Background: an optimization exercise with open tools, aiming at small area, a short achievable clock period and few clock cycles per item. Do not read the settings as production practice. Where RTL was checked, it was by simulation tests only, not by an equivalence proof against the original. No functional check of the RTL was part of runs 1 and 2. Power is estimated from default activity; no workload was simulated.

==> flow/design.v, too long to show whole: its modules and the start of the top module <==
// module dipsc_sa: 1372 lines
// module dipsc_sb: 157 lines
// module dual_incremental_pi_speed_control: 174 lines
module dual_incremental_pi_speed_control (
    input  wire                        aclk,
    input  wire                        aresetn,
    input  wire                        cfg_wr_en,
    input  wire [CFG_INDEX_WIDTH-1:0]  cfg_index,
    input  wire [CFG_DATA_WIDTH-1:0]   cfg_wr_data,
    input  wire                        s_tvalid,
    output logic                       s_tready,
    input  wire [IN_DATA_WIDTH-1:0]    s_tdata,
    output logic                       m_tvalid,
    input  wire                        m_tready,
    output logic [OUT_DATA_WIDTH-1:0]  m_tdata
);
  // ...
==> flow/flow/run.sh <==
#!/bin/bash
set -euo pipefail
MARGIN=$(cat flow/margin.txt)
bash standard.sh SETUP_SLACK_MARGIN=$MARGIN finish > standard.log 2>&1
==> flow/flow/margin.txt <==
9
==> flow/standard.sh <==
#!/bin/bash
# synth_recipe.tcl (not shown) runs the flow's synth.tcl, then flattens the netlist and writes it again
# the make line also repeats each setting of config.mk as NAME=value (left out here)
make -C /OpenROAD-flow-scripts/flow DESIGN_CONFIG=/design/flow/config.mk WORK_HOME=/design/flow/orfs CLKGATE_MAP_FILE= SYNTH_SCRIPT=/design/flow/synth_recipe.tcl "${@:-finish}"
==> flow/config.mk <==
export PLATFORM = sky130hd
export DESIGN_NAME = dual_incremental_pi_speed_control
export DESIGN_NICKNAME = dual_incremental_pi_speed_control
export VERILOG_FILES = /design/flow/design.v
export SDC_FILE = /design/flow/constraint.sdc
export NUM_CORES = 4
export LEC_CHECK = 0
export ABC_AREA = 1
export CAP_MARGIN = 20
export CORE_MARGIN = 2
export CORE_UTILIZATION = 40
export SLEW_MARGIN = 20
==> flow/constraint.sdc <==
create_clock -name core_clock -period 13.0 [get_ports {aclk}]
set_input_delay 2.6000 -clock core_clock [delete_from_list [all_inputs] [get_ports {aclk}]]
set_output_delay 2.6000 -clock core_clock [all_outputs]
set_load 0.01 [all_outputs]
==> results by group, run 1 <==
Cells and area
  – Seq_cells: 448
  – Signal buffers share of area: a little over a tenth
  – Layout clock buffers: 66
  – Multi-input logic area: between 30000 and 40000 sq um
  – # fillers: between 9000 and 10000
  – Commonest non-fill, non-tap cell in the layout: inv_1
  – ANT cells: 0

Timing
  – FMAX: between 200 and 250 MHz
  – Period minus WS final: ~4.4 ns

Route
  – Via count: around 42000
  – Routed wire length: approximately 190 mm
  – Post-route DRC: 0

Die
  – I/O Pins: between 100 and 150

Worst setup path
  – CP bufs+invs: 6
  – WP data arrival: between 4 and 5 ns
  – R2R depth: 19
  – Worst R2R End: clb1
  – CP endpoint kind: register

Clock network
  – Total CTS buffers: between 50 and 60
  – CTS Sinks: 448

Synthesis
  – Synth Area in Simple Gates: 10.1%
  – Sequential share of the synthesized area: roughly a quarter
  – Distinct cell type count after synthesis: 50
  – Commonest cells in the synthesized netlist: 792 x inv_1, 691 x a21oi_1, 659 x nand2_1
  – Post-Synthesis Cell Area: 43900 sq um
  – Synth Area in Compound Gates: about a fifth
  – Count leader, synth: inv_1

Power
  – Total power: approximately 8.1 mW

GRT
  – Initial antenna violation count: 9
  – Gr usage total: between 30% and 40%
  – Vias in the first global route: approximately 40000

Placement
  – Gpl congestion: 1.00
  – # port buffers: ~120

Outcome
  – Status: no timing/DRC/antenna violations

Run
  – MaxCap Viol Count: 0
==> inputs of run 2 (changes only) <==
--- a/flow/config.mk
+++ b/flow/config.mk
@@ -5,7 +5,6 @@
 export SDC_FILE = /design/flow/constraint.sdc
 export NUM_CORES = 4
 export LEC_CHECK = 0
-export ABC_AREA = 1
 export CAP_MARGIN = 20
 export CORE_MARGIN = 2
 export CORE_UTILIZATION = 40
==> results by group, run 2 <==
Outcome
  – Status: no timing/DRC/antenna violations

Cells and area
  – Area delta synth->final: 25.7%
  – ANT cells: 0 (unchanged)
  – Commonest non-fill, non-tap cell in the layout: mux2_2
  – Design area: 59000 sq um
  – Final Non-Filler Cells: 6342
  – Core Util, Final: 50.8%
  – Layout cell share with drive strength beyond 1: approximately two fifths
  – Largest regs: ra1 (68), rb1 (68)
  – Commonest cells after routing, fill and taps aside: 514 x mux2_2, 417 x fa_1, 402 x inv_1
  – Nets@finish: roughly 5700

GRT
  – Initial antenna violation count: 4 (-5)
  – Grt met2 use: slightly above 40%
  – Gr usage total: 28.1% (-3.7 points)
  – GR Util met3: 7.57%
  – Pin count of the biggest net entering global routing: 70
  – Vias in the first global route: 38800 (-2.9%)
  – Congestion Overflow GR: 0
  – Global-route wire length before repair: between 200 and 300 mm
  – Gr busiest metal: met2
  – Met1 usage: roughly two fifths

Worst setup path
  – Crit Path Max Fanout: 6
  – Crit-path cells: fa_1, fa_2, fa_1, inv_2, ha_4, nand4_1, nor3_2, a211oi_2, o221ai_2, mux2i_4, nor2_4, buf_6, nor2_4, a21oi_2, a32o_2
  – WP data arrival: 4.96 ns (+0.21 ns)
  – CP max stage cell: fa_1
  – Flop2flop setup slack: 8.56 ns
  – Worst R2R End: da_o[11]
  – CP endpoint kind: register
  – Worst R2R Start: ra1[56]
  – Kind of critical path: reg2reg
  – Critical path required time: about 14 ns
  – CP Launch Type: register
  – Max incr delay on CP: approximately 0.60 ns
  – R2R depth: 15 (-4)

Hold path
  – Hold Path Sink: gpa_r[9]
  – Hold Startpoint: gpa_r[9]
  – Min-Delay Path Depth: 2
  – Worst Hold Class: reg2reg

Route
  – Post-route DRC: 0 (unchanged)
  – TritonRoute pass-1 iters: 8
  – Via count: 39100 (-6.4%)
  – Post-DR vias/cell: ~6.2
  – Final ANT Viol Nets: 0
  – Routed wire length: 175 mm (-6.0%)
  – WL per Instance: 27.6 um
  – Drt initial violations: between 4000 and 5000

Power
  – Switching Fraction: approximately 40%
  – Switching component of the power: 2.81 mW
  – Clk pwr share: a little over a fifth
  – P_leak: between 20 and 25 nW
  – Seq pwr share: a little over a quarter
  – Total power: 7.09 mW (-12%)
  – Comb power frac: a little over 50%
  – Worst VDD drop: around 110 uV
  – Pint: 4.28 mW
  – P per Cell Area: approximately 120 nW/um^2

Synthesis
  – Avg Inst Size Synth: around 11 sq um
  – Distinct cell type count after synthesis: 78 (+56%)
  – Syn. warnings: 1
  – Count leader, synth: fa_1
  – Seq cells post-synth: around 450
  – Number of flops mapped to enable cells by yosys: 276
  – Area leader, netlist: fa_1
  – Area share of the largest cell type after synthesis: 25.1%
  – Post-Synthesis Cell Area: 46900 sq um (+6.9%)
  – Synth area leaders: fa_1 25%, edfxtp_1 18%, mux2_2 13%
  – Commonest cells in the synthesized netlist: 588 x fa_1, 547 x mux2_2, 497 x a22oi_1
  – Mapped Cells: 4437
  – Asr flop ratio synth: 0%
  – Post-synth top flop: edfxtp_1
  – Sequential share of the synthesized area: 25.0% (-1.7 points)

Clock network
  – CTS tree: yes
  – CTS Sinks: 448 (unchanged)
  – Depth of the CTS H-tree: 2
  – Cts hold-fix bufs: 0
  – Total CTS buffers: 52 (-3.7%)
  – CTS max path bufs: 3
  – Clock latency on the worst-skew pair: 0.65 ns
  – Reg clk slew, reported paths: 0.06 ns
  – Root buf cell: clkbuf_16

Placement
  – Gpl congestion: 0.944 (-5.6%)
  – DP Area: 50300 sq um
  – HPWL after detailed placement: ~110 mm
  – # port buffers: 124 (unchanged)
  – DP Cell Count: approximately 6000
  – Pre-CTS setup slack: 6.88 ns

Timing
  – Post-route setup TNS: 0 ns
  – Worst slew pin tran: 1.17 ns
  – Slew headroom: between 20% and 30%
  – Final worst slack: between 8 and 9 ns
  – Unrepaired setup endpoints after global routing: true
  – Fin Clk Skew: approximately 0.025 ns
  – FMAX: 225 MHz (-0.89%)
  – Period utilisation layout: 34.2%
  – Hold_ws: between 0.4 and 0.5 ns
  – Period minus WS final: 4.44 ns (+0.0398 ns)
  – Max Slew Vio Count: 0
  – Final Hold Fails: 0
  – Count of final setup violators: 0

Run
  – MaxCap Viol Count: 0 (unchanged)

Die
  – I/O Pins: 138 (unchanged)
  – Core Region: approximately 120000 sq um
  – Die Y: between 300 and 400 um
  – Die Span X: approximately 350 um
  – Cell Rows: ~130
  – Die area: around 120000 sq um
  – Initial core utilization: about two fifths
run 2: power groups by stage:
stage                     Sequential [mW]  Combinational (mW)  Clock [mW]
after floorplan                      1.81                2.05           0
after global placement               1.90                2.84           0
after detailed placement             1.90                2.89           0
after CTS                            1.86                3.19        1.58
after global routing                 1.87                4.10        1.64
final                                1.87                3.66        1.55
run 2: metal layers:
layer | part of all wire (%) | wire length [um]
met1 | 40 | 70200
met2 | 42 | 73900
met3 | 12 | 20400
met4 | 5.9 | 10200
met5 | 0.015 | 27
run 2: critical path, delay by kind of cell (launching register included):
family          cells  cell delay (ns)
fa+ha+maj           4             1.87
simple gates        4             0.72
compound gates      4             0.71
flops               1             0.39
mux                 1             0.39
buf+inv             2             0.23
run 2: logic make-up (layout without fill, tap and decap cells):
family	after synthesis	after routing	share of synthesized area, %
adders and majority gates	834	834	31.6
muxes	559	559	13.4
DFF	448	448	25.0
and+or+nand+nor	725	735	6.88
AOI/OAI and AO/OA	972	972	15.0
xor gates and xnor gates	69	69	1.32
buffers and inverters	829	1195	6.75
other	1	6	0.00799
run 2: worst max path at each step:
stage / start / to / slack, ns
global placement: en_l / cla1 / 6.88
CTS: ra1[8] / da_o[9] / 8.52
finish: ra1[56] / da_o[11] / 8.56
detailed placement: en_l / cla1 / 6.88
floorplan: m_tready / cla1 / 7.25
global route: ra1[56] / da_o[9] / 8.35
run 2: repair_timing:
item / in CTS / in global routing
pin swaps: 237 / 281
setup endpoints to repair: 442 / 196
gates resized for setup: 615 / 380
buffers inserted: 286 / 111
gates cloned: 18 / 2
run 2: final cells by class:
type	count	area [sq um]
fillers	10100	57200
multi-input cells	3175	35700
flip-flops and latches	448	11800
repair buffers	614	5950
well taps	1524	1910
inverters	481	1830
clock buffers	68	1410
clock inverters	30	369
repair inverters	2	12.5
==> module dual_incremental_pi_speed_control, before the edit <==
module dual_incremental_pi_speed_control (
    input  wire                        aclk,
    input  wire                        aresetn,
    input  wire                        cfg_wr_en,
    input  wire [CFG_INDEX_WIDTH-1:0]  cfg_index,
    input  wire [CFG_DATA_WIDTH-1:0]   cfg_wr_data,
    input  wire                        s_tvalid,
    output logic                       s_tready,
    input  wire [IN_DATA_WIDTH-1:0]    s_tdata,
    output logic                       m_tvalid,
    input  wire                        m_tready,
    output logic [OUT_DATA_WIDTH-1:0]  m_tdata
);
    localparam int RW = DA_ROWS * (34 - DA_LOW);
    logic signed [15:0] ref_r;
    logic        [14:0] lim_r;
    logic signed [15:0] gna_r, gpa_r, gnb_r, gpb_r;
    logic signed [16:0] gsa_r, gsb_r;    
    always_ff @(posedge aclk) begin
        if (!aresetn) begin
            ref_r <= RESET_REFERENCE_SPEED;
            lim_r <= RESET_VOLTAGE_LIMIT;
            gna_r <= RESET_GAIN_NOW_A;
            gpa_r <= RESET_GAIN_PREV_A;
            gnb_r <= RESET_GAIN_NOW_B;
            gpb_r <= RESET_GAIN_PREV_B;
        end else if (cfg_wr_en) begin
            case (cfg_index)
                REG_REFERENCE_SPEED: ref_r <= cfg_wr_data;
                REG_VOLTAGE_LIMIT:   lim_r <= cfg_wr_data[14:0];
                REG_GAIN_NOW_A:      gna_r <= cfg_wr_data;
                REG_GAIN_PREV_A:     gpa_r <= cfg_wr_data;
                REG_GAIN_NOW_B:      gnb_r <= cfg_wr_data;
                REG_GAIN_PREV_B:     gpb_r <= cfg_wr_data;
                default: ;
            endcase
        end
    end
    function automatic logic [6:0] add6(input logic [5:0] a, input logic [5:0] b,
                                        input logic ci);
        logic c;
        c = ci;
        for (int i = 0; i < 6; i++) begin
            {c, add6[i]} = {1'b0, a[i]} + {1'b0, b[i]} + {1'b0, c};
        end
        add6[6] = c;
    endfunction
    logic [16:0] gna_x, gpa_x, gnb_x, gpb_x;
    logic [6:0]  gsa_0, gsa_1, gsa_2, gsb_0, gsb_1, gsb_2;
    logic        gca_6, gca_12, gcb_6, gcb_12;
    logic [1:0]  cfg_hold;
    assign gna_x = {gna_r[15], gna_r};
    assign gpa_x = {gpa_r[15], gpa_r};
    assign gnb_x = {gnb_r[15], gnb_r};
    assign gpb_x = {gpb_r[15], gpb_r};
    assign gsa_0 = add6(gna_x[5:0], gpa_x[5:0], 1'b0);
    assign gsa_1 = add6(gna_x[11:6], gpa_x[11:6], gca_6);
    assign gsa_2 = add6({1'b0, gna_x[16:12]}, {1'b0, gpa_x[16:12]}, gca_12);
    assign gsb_0 = add6(gnb_x[5:0], gpb_x[5:0], 1'b0);
    assign gsb_1 = add6(gnb_x[11:6], gpb_x[11:6], gcb_6);
    assign gsb_2 = add6({1'b0, gnb_x[16:12]}, {1'b0, gpb_x[16:12]}, gcb_12);
    always_ff @(posedge aclk) begin
        gsa_r  <= {gsa_2[4:0], gsa_1[5:0], gsa_0[5:0]};
        gca_6  <= gsa_0[6];
        gca_12 <= gsa_1[6];
        gsb_r  <= {gsb_2[4:0], gsb_1[5:0], gsb_0[5:0]};
        gcb_6  <= gsb_0[6];
        gcb_12 <= gsb_1[6];
    end
    always_ff @(posedge aclk) begin
        if (!aresetn || cfg_wr_en) begin
            cfg_hold <= 2'd2;
        end else if (cfg_hold != 2'd0) begin
            cfg_hold <= cfg_hold - 2'd1;
        end
    end
    logic               go, r0_load, accept;
    logic               v0, vs, v1;
    logic               en_in;
    logic signed [16:0] ea_in, eb_in;
    logic               en_sk, en0;
    logic signed [16:0] ea_sk, eb_sk, ea0, eb0;
    logic               en_l;
    logic signed [16:0] ea_l, eb_l;
    logic [RW-1:0]      ra1, rb1;
    logic               cla1, clb1;
    logic signed [15:0] da_o, db_o;
    logic signed [16:0] ea_o, eb_o;
    assign en_in = s_tdata[0];
    assign ea_in = 17'(ref_r) - 17'($signed(s_tdata[16:1]));
    assign eb_in = 17'(ref_r) - 17'($signed(s_tdata[32:17]));
    assign go       = !m_tvalid || m_tready;
    assign r0_load  = go || !v0;
    assign s_tready = !vs && (cfg_hold == 2'd0);
    assign accept   = s_tvalid && s_tready;
    always_ff @(posedge aclk) begin
        if (!aresetn) begin
            v0 <= 1'b0;
            vs <= 1'b0;
        end else if (r0_load) begin
            v0 <= vs || accept;
            vs <= 1'b0;
        end else if (accept) begin
            vs <= 1'b1;
        end
    end
    always_ff @(posedge aclk) begin
        if (r0_load) begin
            if (vs) begin
                en0 <= en_sk; ea0 <= ea_sk; eb0 <= eb_sk;
            end else begin
                en0 <= en_in; ea0 <= ea_in; eb0 <= eb_in;
            end
        end
        if (!r0_load && accept) begin
            en_sk <= en_in; ea_sk <= ea_in; eb_sk <= eb_in;
        end
    end
    logic [16:0] epa, epb;
    assign epa = en_l ? ea_l : 17'h0;
    assign epb = en_l ? eb_l : 17'h0;
    always_ff @(posedge aclk) begin
        if (!aresetn) begin
            v1   <= 1'b0;
            en_l <= 1'b0;
        end else if (go) begin
            v1 <= v0;
            if (v0) en_l <= en0;
        end
    end
    logic [RW-1:0] ra, rb;
    logic          cla, clb;
    dipsc_sa u_sa_a (.e(ea0), .ep(epa), .gn(gna_r), .gp(gpa_r), .gs(gsa_r), .rows(ra), .cl(cla));
    dipsc_sa u_sa_b (.e(eb0), .ep(epb), .gn(gnb_r), .gp(gpb_r), .gs(gsb_r), .rows(rb), .cl(clb));
    always_ff @(posedge aclk) begin
        if (go && v0) begin
            ea_l <= ea0;
            eb_l <= eb0;
            ra1  <= ra;
            cla1 <= cla;
            rb1  <= rb;
            clb1 <= clb;
        end
    end
    logic [15:0] nlim;
    logic [15:0] sa, sb;
    logic        gta, lta, gtb, ltb;
    assign nlim = -{1'b0, lim_r};
    dipsc_sb u_sb_a (.rows(ra1), .cl(cla1), .u(da_o), .lim(lim_r), .s(sa), .gt(gta), .lt(lta));
    dipsc_sb u_sb_b (.rows(rb1), .cl(clb1), .u(db_o), .lim(lim_r), .s(sb), .gt(gtb), .lt(ltb));
    always_ff @(posedge aclk) begin
        if (!aresetn) begin
            m_tvalid <= 1'b0;
        end else if (go) begin
            m_tvalid <= v1;
        end
    end
    always_ff @(posedge aclk) begin
        if (!aresetn) begin
            da_o <= 16'h0;
            db_o <= 16'h0;
        end else if (go && v1) begin
            da_o <= !en_l ? 16'h0 : gta ? {1'b0, lim_r} : lta ? nlim : sa;
            db_o <= !en_l ? 16'h0 : gtb ? {1'b0, lim_r} : ltb ? nlim : sb;
        end
    end
    always_ff @(posedge aclk) begin
        if (go && v1) begin
            ea_o <= ea_l;
            eb_o <= eb_l;
        end
    end
    assign m_tdata = {6'b0, eb_o, ea_o, db_o, da_o};
endmodule
==> inputs of run 3 (changes only) <==
--- a/flow/design.v
+++ b/flow/design.v
@@ -1683,15 +1683,19 @@
         end
     end
     logic [16:0] epa, epb;
-    assign epa = en_l ? ea_l : 17'h0;
-    assign epb = en_l ? eb_l : 17'h0;
     always_ff @(posedge aclk) begin
         if (!aresetn) begin
             v1   <= 1'b0;
             en_l <= 1'b0;
+            epa  <= 17'h0;
+            epb  <= 17'h0;
         end else if (go) begin
             v1 <= v0;
-            if (v0) en_l <= en0;
+            if (v0) begin
+                en_l <= en0;
+                epa  <= en0 ? ea0 : 17'h0;
+                epb  <= en0 ? eb0 : 17'h0;
+            end
         end
     end
     logic [RW-1:0] ra, rb;
==> flow/flow/margin.txt (replaced) <==
8.7
--- a/flow/config.mk
+++ b/flow/config.mk
@@ -5,6 +5,7 @@
 export SDC_FILE = /design/flow/constraint.sdc
 export NUM_CORES = 4
 export LEC_CHECK = 0
+export ABC_AREA = 1
 export CAP_MARGIN = 20
 export CORE_MARGIN = 2
 export CORE_UTILIZATION = 40
==> results by group, run 3 <==
GRT
  – Vias in the first global route: 39200 (+0.97%)
  – Initial antenna violation count: 3 (-1)
  – Global-route wire length before repair: 255 mm (-0.39%)
  – Pin count of the biggest net entering global routing: 87 (+24%)
  – Congestion Overflow GR: 0 (unchanged)
  – Gr usage total: 29.1% (+0.94 points)

Route
  – Final ANT Viol Nets: 0 (unchanged)
  – WL per Instance: 25.4 um (-7.6%)
  – TritonRoute pass-1 iters: 8 (unchanged)
  – Drt initial violations: 4915 (+2.8%)
  – Routed wire length: 173 mm (-0.71%)
  – Post-route DRC: 0 (unchanged)
  – Via count: 40600 (+4.0%)
  – Post-DR vias/cell: 5.96 (-3.3%)

Cells and area
  – Register area: 12500 sq um (+5.9%)
  – Commonest non-fill, non-tap cell in the layout: inv_1
  – Multi-input logic area: 29500 sq um (-17%)
  – Commonest cells after routing, fill and taps aside: 764 x inv_1, 671 x a21oi_1, 665 x nand2_1
  – Largest regs: ra1 (68), rb1 (68)
  – Area delta synth->final: 16.0%
  – # fillers: 10700 (+5.7%)
  – Design area: 52700 sq um (-11%)
  – Final Non-Filler Cells: 6818 (+7.5%)
  – Layout cell share with drive strength beyond 1: 12.7% (-26 points)
  – Nets@finish: 6170 (+8.8%)

Timing
  – Final worst slack: 8.60 ns (+0.0473 ns)
  – Period minus WS final: 4.40 ns (-0.0473 ns)
  – Fin Clk Skew: 0.0469 ns (+0.0224 ns)
  – Unrepaired setup endpoints after global routing: true
  – Period utilisation layout: 33.8% (-0.36 points)
  – Slew headroom: 30.8% (+9.1 points)
  – Final Hold Fails: 0 (unchanged)
  – FMAX: 227 MHz (+1.1%)
  – Max Slew Vio Count: 0 (unchanged)
  – Worst slew pin tran: 1.04 ns (-0.135 ns)
  – Hold_ws: 0.420 ns (-0.0612 ns)
  – Post-route setup TNS: 0 ns (unchanged)
  – Count of final setup violators: 0 (unchanged)

Worst setup path
  – Crit-path cells: nor2_4, clkinvlp_4, buf_4, o22ai_2, a21oi_2, fa_2, fa_1, fa_1, inv_2, fa_1, ha_4, ha_4, nand4_1, inv_1, a21oi_2, o41ai_4
  – Cell repeated most along the worst path: fa_1
  – Delay-heaviest family, CP: adder cells
  – CP endpoint kind: register
  – Flop2flop setup slack: 8.60 ns (+0.05 ns)
  – Worst R2R End: cla1
  – Worst R2R Start: ea0[3]
  – WP data arrival: 4.80 ns (-0.16 ns)
  – CP bufs+invs: 4 (+2)
  – Critical path required time: 13.40 ns (-0.12 ns)
  – CP max stage cell: fa_1
  – Crit Path Max Fanout: 4 (-2)
  – Kind of critical path: reg2reg
  – R2R depth: 16 (+1)
  – Max incr delay on CP: 0.55 ns (-0.05 ns)
  – Crit. path cell count: 16 (+1)
  – CP Launch Type: register

Run
  – MaxCap Viol Count: 0 (unchanged)

Hold path
  – Hold Path Sink: ea_o[3]
  – Worst Hold Class: reg2reg
  – Hold Startpoint: ea_l[3]
  – Min-Delay Path Depth: 0 (-2)

Clock network
  – Root buf cell: clkbuf_16
  – CTS Sinks: 482 (+7.6%)
  – Reg clk slew, reported paths: 0.06 ns (about the same)
  – CTS max path bufs: 3 (unchanged)
  – Total CTS buffers: 58 (+12%)
  – Cts hold-fix bufs: 0 (unchanged)
  – CTS tree: yes
  – Depth of the CTS H-tree: 2 (unchanged)
  – Clock latency on the worst-skew pair: 0.69 ns (+0.04 ns)

Synthesis
  – Sequential share of the synthesized area: 27.3% (+2.3 points)
  – Area share of the largest cell type after synthesis: 26.2% (+1.1 points)
  – Distinct cell type count after synthesis: 51 (-35%)
  – Post-Synthesis Cell Area: 45400 sq um (-3.3%)
  – Commonest cells in the synthesized netlist: 812 x inv_1, 699 x nand2_1, 686 x a21oi_1
  – Seq cells post-synth: 482 (+7.6%)
  – Mapped Cells: 5106 (+15%)
  – Synth area leaders: fa_1 26%, edfxtp_1 18%, dfxtp_1 9.1%
  – Area leader, netlist: fa_1
  – Asr flop ratio synth: 0% (unchanged)
  – Avg Inst Size Synth: 8.89 sq um (-16%)
  – Number of flops mapped to enable cells by yosys: 276 (unchanged)
  – Count leader, synth: inv_1
  – Post-synth top flop: edfxtp_1
  – Syn. warnings: 1 (unchanged)

Placement
  – Gpl congestion: 0.987 (+4.6%)
  – Pre-CTS setup slack: 6.80 ns (-0.0806 ns)
  – # port buffers: 124 (unchanged)
  – DP Area: 48000 sq um (-4.7%)
  – HPWL after detailed placement: 125 mm (+9.8%)
  – DP Cell Count: 6525 (+12%)

Power
  – P per Cell Area: 148 nW/um^2 (+23%)
  – Worst VDD drop: 112 uV (+6.8%)
  – P_leak: 21.7 nW (-7.5%)

Die
  – Cell Rows: 123 (-1.6%)
  – Core Region: 112000 sq um (-3.2%)
  – Die area: 116000 sq um (-3.3%)
  – I/O Pins: 138 (unchanged)
  – Initial core utilization: 40.3% (-0.041 points)
  – Die Span X: 341 um (-1.6%)
  – Die Y: 341 um (-1.6%)

Outcome
  – Status: no timing/DRC/antenna violations
==> run 3: kinds of logic after synthesis <==
family                   share of synthesized area (%)
flip-flops                                        27.3
buffers and inverters                             9.53
AO/OA/AOI/OAI                                     18.5
other                                          0.00826
XOR/XNOR                                         0.984
AND/OR/NAND/NOR                                   10.6
adder cells (fa/ha/maj)                           33.0
==> run 3: worst max-delay path by stage <==
stage | from | end | slack (ns)
final | ea0[3] | cla1 | 8.60
after detailed placement | m_tready | epa[3] | 6.80
after floorplan | s_tdata[1] | ea_sk[16] | 8.70
after CTS | ea0[8] | cla1 | 8.62
after global routing | ea0[3] | cla1 | 8.51
after global placement | m_tready | rb1[27] | 6.81
==> run 3: final cells by class <==
type | instances | area share (%)
antenna | 3 | 0.0143
timing repair inverter | 3 | 0.0380
clock inverter | 41 | 0.962
timing repair buffer | 373 | 6.38
inverter | 850 | 6.42
tap | 1500 | 3.56
clock buffer | 68 | 2.83
sequential | 482 | 23.8
multi-input combinational | 3498 | 56.0
==> run 3: timing repair <==
action / 4_1_cts / 5_1_grt
endpoints found under the setup margin: 272 / 194
setup buffers: 108 / 67
pin swaps: 39 / 38
cloned: 2 / 4
gates resized for setup: 237 / 160
==> run 3: per-layer routing <==
layer	wire length, um	GRT usage (%)	vias to the layer above
li1	-	-	17600
met1	70000	39.9	19700
met2	73600	43.0	2857
met3	22100	8.51	497
met4	7770	11.7	0
met5	0	0.286	-
==> run 3: power breakdown <==
part	internal, mW	total (mW)	switching, mW
clock	0.992	1.72	0.730
sequential	1.92	2.03	0.111
combinational	1.61	4.03	2.42
==> run 3: stage by stage <==
step	util, %	power (mW)
detailed placement	42.7	5.83
global route	46.8	8.42
finish	46.8	7.78
CTS	45.8	7.70
floorplan	-	4.63
global placement	42.7	5.75
Testbench counts of run 3, summed over its fixed seeds: cycles 48,528, items 48,000.

## port drivers added, routing unchanged
The results above use ideal ports. As a check the final layouts listed here were re-extracted and re-timed, cells and wires unchanged.
Step 1: set_driving_cell puts a clkbuf_16 on aclk and a buf_2 on each other input, an assumption about the parent block.
Step 2 adds t to the input delays and takes it off the output delays; t is the mean of the earliest and latest rising clock arrival at the registers after step 1. Input paths then give back, and output paths get back, about the clock's delay inside the block.
Slacks: ideal / step 1 / step 2; pairs: ideal / step 1.
run	t (ns)	setup WS [ns]	worst hold slack (ns)	clock arrival spread, ns	cell pins on the clock port's net
run 1	0.714	8.596 / 8.596 / 8.349	0.470 / 0.470 / 0.470	0.054 / 0.053	1
run 2	0.708	8.556 / 8.556 / 7.894	0.481 / 0.481 / 0.481	0.030 / 0.029	1
run 3	0.733	8.603 / 8.603 / 8.079	0.420 / 0.420 / 0.420	0.054 / 0.054	1
After both steps setup and hold are still met in every run listed. For run 2, which loses most, drivers alone change the setup slack by 0.000 ns; drivers and shift together by -0.662 ns.
